What follows belongs to an exercise in optimizing a design on an open flow for small area; a production flow would make more cautious choices.
Only simulation tests tie the RTL to the original design; equivalence was not proved.
Power and IR drop assume default switching activity.

==> flow/design.v (excerpt) <==
module running_mean_stddev #(
    parameter int MAX_COUNT   = 65536,
    parameter int FRAC_BITS   = 16
) (
    input  logic        aclk,
    input  logic        aresetn,
    input  logic        s_axis_tvalid,
    output logic        s_axis_tready,
    input  logic [15:0] s_axis_tdata,    
    input  logic        s_axis_tlast,
    output logic        m_axis_tvalid,
    input  logic        m_axis_tready,
    output logic [87:0] m_axis_tdata,    
    input  logic        psel,
    input  logic        penable,
    input  logic        pwrite,
    input  logic [1:0]  paddr,
    input  logic [31:0] pwdata,
    output logic [31:0] prdata,
    output logic        pready
);
    logic [16:0]        cnt;
    logic [31:0]        sum;
    logic [46:0]        sq;
    logic               ovf;
    logic               mode;
    logic               busy, valid;
    logic               accept, go, take;
    logic signed [15:0] xg;
    logic [2:0]         pc, pc_n;          
    logic [16:0]        cnt_n;
    logic [31:0]        sum_n;
    logic [46:0]        sq_n;
    logic               ovf_n;
    assign pready = 1'b1;
    assign prdata = {31'd0, mode};
    assign s_axis_tready = ~(s_axis_tlast & (busy | valid));
    assign accept = s_axis_tvalid & s_axis_tready;
    assign go     = accept & s_axis_tlast;
    assign take   = accept & ~cnt[16];
    assign xg     = take ? s_axis_tdata : 16'd0;
    rms_add #(.W(17)) u_cnt (.a(cnt), .b(17'd0), .ci(take), .s(cnt_n), .co());
    logic        sum_c16, sum_up, sum_dn;
    logic [15:0] sum_p1, sum_p0;
    rms_add #(.W(16)) u_sum (.a(sum[15:0]), .b(xg), .ci(1'b0), .s(sum_n[15:0]), .co(sum_c16));
    assign sum_up = sum_c16 & ~xg[15];
    assign sum_dn = ~sum_c16 & xg[15];
    assign sum_p1[0] = 1'b1;
    assign sum_p0[0] = 1'b1;
    for (genvar k = 1; k < 16; k++) begin : g_sum_hi
        assign sum_p1[k] = sum_p1[k-1] & sum[15+k];
        assign sum_p0[k] = sum_p0[k-1] & ~sum[15+k];
    end
    assign sum_n[31:16] = sum[31:16] ^ (({16{sum_up}} & sum_p1) | ({16{sum_dn}} & sum_p0));
    rms_sqacc u_sqacc (
  ...
clock: 11.0 ns
lec_check: 0
cap_margin: 20
core_margin: 2
core_utilization: 40
gpl_timing_driven: 0
slew_margin: 20
standard.sh (not shown) runs the stock make flow with config.mk's settings and CLKGATE_MAP_FILE= SYNTH_SCRIPT=/design/flow/synth_recipe.tcl, a recipe that flattens the netlist after the stock synthesis.
==> flow/flow/run.sh <==
#!/bin/bash
# The standard layout (standard.sh) with these changes:
#  - after the standard synthesis, flow/invopt.py removes inverters around the
#    full adders (a full adder is self-dual) and merges gate+inverter pairs
#    into complement gates; registers stay as they are;
#  - each port's buffer is the smallest buffer cell (every port still gets its
#    own buffer);
#  - the constant outputs share one tie cell per value (no tie fanout repair);
#  - clock tree synthesis inserts no dummy loads and uses clkbuf_8 with
#    clusters of at most 18 sinks.
# Logs here: synth_make.log, invopt.log, flow_make.log; each tool's full log
# is under orfs/logs/.
set -euo pipefail
RES="$PWD/orfs/results/$FLOW_PLATFORM/running_mean_stddev/base"
bash standard.sh "$RES/1_2_yosys.v" > synth_make.log 2>&1
cp "$RES/1_2_yosys.v" "$RES/1_2_yosys.std.v"
python3 flow/invopt.py "$RES/1_2_yosys.std.v" "$RES/1_2_yosys.opt.v" > invopt.log 2>&1
cp "$RES/1_2_yosys.opt.v" "$RES/1_2_yosys.v"
export SKIP_REPAIR_TIE_FANOUT=1
export BUFFER_PORTS_ARGS="-buffer_cell sky130_fd_sc_hd__buf_1"
export CTS_ARGS="-sink_clustering_enable -repair_clock_nets -dont_use_dummy_load -buf_list sky130_fd_sc_hd__clkbuf_8 -sink_clustering_size 18 -sink_clustering_max_diameter 60"
bash standard.sh finish > flow_make.log 2>&1
Other scripts of this flow, unchanged in this note and not shown: flow/flow/invopt.py
Next try:
--- a/flow/config.mk
+++ b/flow/config.mk
@@ -8 +8 @@
-export CAP_MARGIN = 20
+export CAP_MARGIN = 0
@@ -11,2 +11 @@
-export GPL_TIMING_DRIVEN = 0
-export SLEW_MARGIN = 20
+export SLEW_MARGIN = 0
Setup slack gains 0.042 ns; global-route usage went down by 2.8 points; via count went down by a few percent; routed wire length went down by roughly a tenth; power went down by a few percent; final cell count went down by a few percent.
Next try:
--- a/flow/config.mk
+++ b/flow/config.mk
@@ -8 +8 @@
-export CAP_MARGIN = 0
+export CAP_MARGIN = 20
@@ -11 +11 @@
-export SLEW_MARGIN = 0
+export SLEW_MARGIN = 20
Critical path depth stays the same.
Design area barely changes.
Fmax barely changes.
Via count barely changes.
Setup slack is better by 0.032 ns.
Synthesized area stays the same.
Next try:
--- a/flow/flow/run.sh
+++ b/flow/flow/run.sh
@@ -5 +5,3 @@
-#    into complement gates; registers stay as they are;
+#    into complement gates; then flow/reabc.py has Yosys map the
+#    combinational cells again with the synthesis's own ABC command, while
+#    registers, full/half adders and tie cells stay as they are;
@@ -11,2 +13,2 @@
-# Logs here: synth_make.log, invopt.log, flow_make.log; each tool's full log
-# is under orfs/logs/.
+# Logs here: synth_make.log, invopt.log, reabc.log, flow_make.log; each
+# tool's full log is under orfs/logs/.
@@ -14,0 +17,2 @@
+LOGS="$PWD/orfs/logs/$FLOW_PLATFORM/running_mean_stddev/base"
+YOSYS="$FLOW_HOME/../tools/install/yosys/bin/yosys"
@@ -17,2 +21,4 @@
-python3 flow/invopt.py "$RES/1_2_yosys.std.v" "$RES/1_2_yosys.opt.v" > invopt.log 2>&1
-cp "$RES/1_2_yosys.opt.v" "$RES/1_2_yosys.v"
+python3 flow/invopt.py "$RES/1_2_yosys.std.v" "$RES/1_2_yosys.inv.v" > invopt.log 2>&1
+python3 flow/reabc.py "$LOGS/1_2_yosys.log" "$RES/1_2_yosys.inv.v" "$RES/1_2_yosys.abc.v" "$FLOW_TOP" > reabc.ys
+"$YOSYS" -s reabc.ys > reabc.log 2>&1
+cp "$RES/1_2_yosys.abc.v" "$RES/1_2_yosys.v"
==> flow/flow/reabc.py (new file) <==
#!/usr/bin/env python3
"""Write a Yosys script that maps a gate netlist's combinational cells again
with the same ABC command the standard synthesis ran (its script, liberty,
dont-use list, driver/load constraints and period, read from the synthesis
log), while every register, full adder, half adder and tie cell stays as it is
(a black box); then tie cells and pass-through buffers go in as in ORFS's
synthesis.

usage: reabc.py SYNTH_LOG IN.v OUT.v TOP > script.ys
"""
import re
import shlex
import sys

log, src, dst, top = sys.argv[1:5]
abc_cmd = None
for line in open(log):
    if line.startswith("abc -script "):
        abc_cmd = line.strip()
if abc_cmd is None:
    sys.exit("no abc command in " + log)
args = shlex.split(abc_cmd)
libs = [args[i + 1] for i, a in enumerate(args) if a == "-liberty"]
used = set(re.findall(r"\b(sky130_fd_sc_hd__\w+)\s+\S+\s*\(", open(src).read()))
keep = sorted(c for c in used if re.search(r"__(df|edf|sdf|dl|fa_|ha_|conb)", c))
for lib in libs:
    print(f"read_liberty -ignore_miss_func {lib}")
for c in keep:
    print(f"setattr -mod -set blackbox 1 {c}")
print(f"read_verilog {src}")
print(f"hierarchy -check -top {top}")
print("flatten")
print("opt_clean -purge")
print(abc_cmd)
print("splitnets")
print("opt_clean -purge")
print("hilomap -singleton -hicell sky130_fd_sc_hd__conb_1 HI -locell sky130_fd_sc_hd__conb_1 LO")
print("insbuf -buf sky130_fd_sc_hd__buf_4 A X")
print("opt_clean -purge")
print(f"write_verilog -noattr -nohex -nodec {dst}")
The changed run completed without violations; power falls by 1.7%; non-clock buffer count drops by 6; routed wire length goes up by 0.33%; global-route usage stays flat; synthesized area came out higher by about 0.8%; register-to-register slack improved by 0.25 ns; via count fell by about 2%.
Next try:
--- a/flow/flow/run.sh
+++ b/flow/flow/run.sh
@@ -6,2 +6,3 @@
-#    combinational cells again with the synthesis's own ABC command, while
-#    registers, full/half adders and tie cells stay as they are;
+#    combinational cells again with the synthesis's own ABC command minus its
+#    buffering and sizing (the layout's repair does those), while registers,
+#    full/half adders and tie cells stay as they are;
@@ -22 +23 @@
-python3 flow/reabc.py "$LOGS/1_2_yosys.log" "$RES/1_2_yosys.inv.v" "$RES/1_2_yosys.abc.v" "$FLOW_TOP" > reabc.ys
+python3 flow/reabc.py --nobuf "$LOGS/1_2_yosys.log" "$RES/1_2_yosys.inv.v" "$RES/1_2_yosys.abc.v" "$FLOW_TOP" > reabc.ys
--- a/flow/flow/reabc.py
+++ b/flow/flow/reabc.py
@@ -9 +9,4 @@
-usage: reabc.py SYNTH_LOG IN.v OUT.v TOP > script.ys
+With --nobuf the ABC script's buffering and gate sizing commands are left
+out (the layout's own repair sizes and buffers the gates).
+
+usage: reabc.py [--nobuf] SYNTH_LOG IN.v OUT.v TOP > script.ys
@@ -15 +18,3 @@
-log, src, dst, top = sys.argv[1:5]
+NOBUF = "--nobuf" in sys.argv
+argv = [a for a in sys.argv[1:] if a != "--nobuf"]
+log, src, dst, top = argv[:4]
@@ -22,0 +28,9 @@
+if NOBUF:
+    import os
+    i = args.index("-script")
+    keep_lines = [l for l in open(args[i + 1])
+                  if not re.match(r"\s*(buffer|topo|stime|upsize|dnsize)\b", l)]
+    scr = os.path.join(os.path.dirname(os.path.abspath(dst)), "reabc_nobuf.script")
+    open(scr, "w").write("".join(keep_lines))
+    args[i + 1] = scr
+    abc_cmd = " ".join(shlex.quote(a) for a in args)
What happened:
- The changed run completed without violations
- register-to-register slack improved by 0.08 ns
- die area goes down by 2.9%
- final area came out higher by 0.38%
- via count increases by 1.1%
Next try:
--- a/flow/flow/run.sh
+++ b/flow/flow/run.sh
@@ -6,3 +6,4 @@
-#    combinational cells again with the synthesis's own ABC command minus its
-#    buffering and sizing (the layout's repair does those), while registers,
-#    full/half adders and tie cells stay as they are;
+#    combinational cells again with the synthesis's ABC command but the ABC
+#    script flow/abc_reabc.script (two syn2/dch/nf rounds, then ORFS's
+#    buffering and sizing), while
+#    registers, full/half adders and tie cells stay as they are;
@@ -23 +24 @@
-python3 flow/reabc.py --nobuf "$LOGS/1_2_yosys.log" "$RES/1_2_yosys.inv.v" "$RES/1_2_yosys.abc.v" "$FLOW_TOP" > reabc.ys
+python3 flow/reabc.py --script flow/abc_reabc.script "$LOGS/1_2_yosys.log" "$RES/1_2_yosys.inv.v" "$RES/1_2_yosys.abc.v" "$FLOW_TOP" > reabc.ys
==> flow/flow/abc_reabc.script (new file) <==
&get -n
&st
&syn2
&dch
&nf
&st
&syn2
&dch
&nf
&put
buffer -c
topo
stime -c
upsize -c
dnsize -c
--- a/flow/flow/reabc.py
+++ b/flow/flow/reabc.py
@@ -9,2 +9 @@
-With --nobuf the ABC script's buffering and gate sizing commands are left
-out (the layout's own repair sizes and buffers the gates).
+With --script FILE that ABC script replaces the synthesis's one.
@@ -12 +11 @@
-usage: reabc.py [--nobuf] SYNTH_LOG IN.v OUT.v TOP > script.ys
+usage: reabc.py [--script FILE] SYNTH_LOG IN.v OUT.v TOP > script.ys
@@ -18,2 +17,5 @@
-NOBUF = "--nobuf" in sys.argv
-argv = [a for a in sys.argv[1:] if a != "--nobuf"]
+argv = sys.argv[1:]
+script = None
+if argv and argv[0] == "--script":
+    script = argv[1]
+    argv = argv[2:]
@@ -28 +30 @@
-if NOBUF:
+if script is not None:
@@ -30,6 +32 @@
-    i = args.index("-script")
-    keep_lines = [l for l in open(args[i + 1])
-                  if not re.match(r"\s*(buffer|topo|stime|upsize|dnsize)\b", l)]
-    scr = os.path.join(os.path.dirname(os.path.abspath(dst)), "reabc_nobuf.script")
-    open(scr, "w").write("".join(keep_lines))
-    args[i + 1] = scr
+    args[args.index("-script") + 1] = os.path.abspath(script)
Result:
- The new run went through all stages and came out clean
- power decreases slightly
- setup slack is worse by 0.41 ns
- non-clock buffer count came out higher by 15
- fmax goes down by a few percent
- cell area is lower slightly
- die area is higher slightly

static timing again, ports no longer ideal:
The flow's constraints put no driver on any port. The routed layouts listed below were extracted and timed again, unchanged, in two steps.
Step 1 assumes that a clkbuf_16 drives the clock port and a buf_2 every other input.
Step 2, shift: input delay + t, output delay - t, t = (earliest + latest rising clock arrival at the registers) / 2. This alone moves slack from input paths to output paths.
Three values: ideal, step 1, step 2; two values: the first two.
run	t (ns)	setup WS [ns]	clock arrival spread, ns	slew at the worst register clock pin (ns)	worst data-port slew with drivers (ns)
the first run	0.639	0.269 / 0.300 / -0.340	0.091 / 0.091	0.11 / 0.11	0.04
the second run	0.673	0.311 / 0.311 / -0.186	0.089 / 0.089	0.11 / 0.11	0.04
the third run	0.673	0.343 / 0.343 / -0.282	0.126 / 0.126	0.12 / 0.12	0.04
the fourth run	0.669	0.513 / 0.527 / -0.142	0.085 / 0.084	0.11 / 0.11	0.07
the fifth run	0.629	0.674 / 0.674 / 0.167	0.079 / 0.079	0.11 / 0.11	0.04
the sixth run	0.675	0.264 / 0.294 / -0.382	0.080 / 0.079	0.12 / 0.12	0.04
With both steps, setup timing fails in 5 of these runs, where it was met with ideal ports. For the fourth run, which loses most, drivers alone change the setup slack by +0.014 ns; drivers and shift together by -0.655 ns.
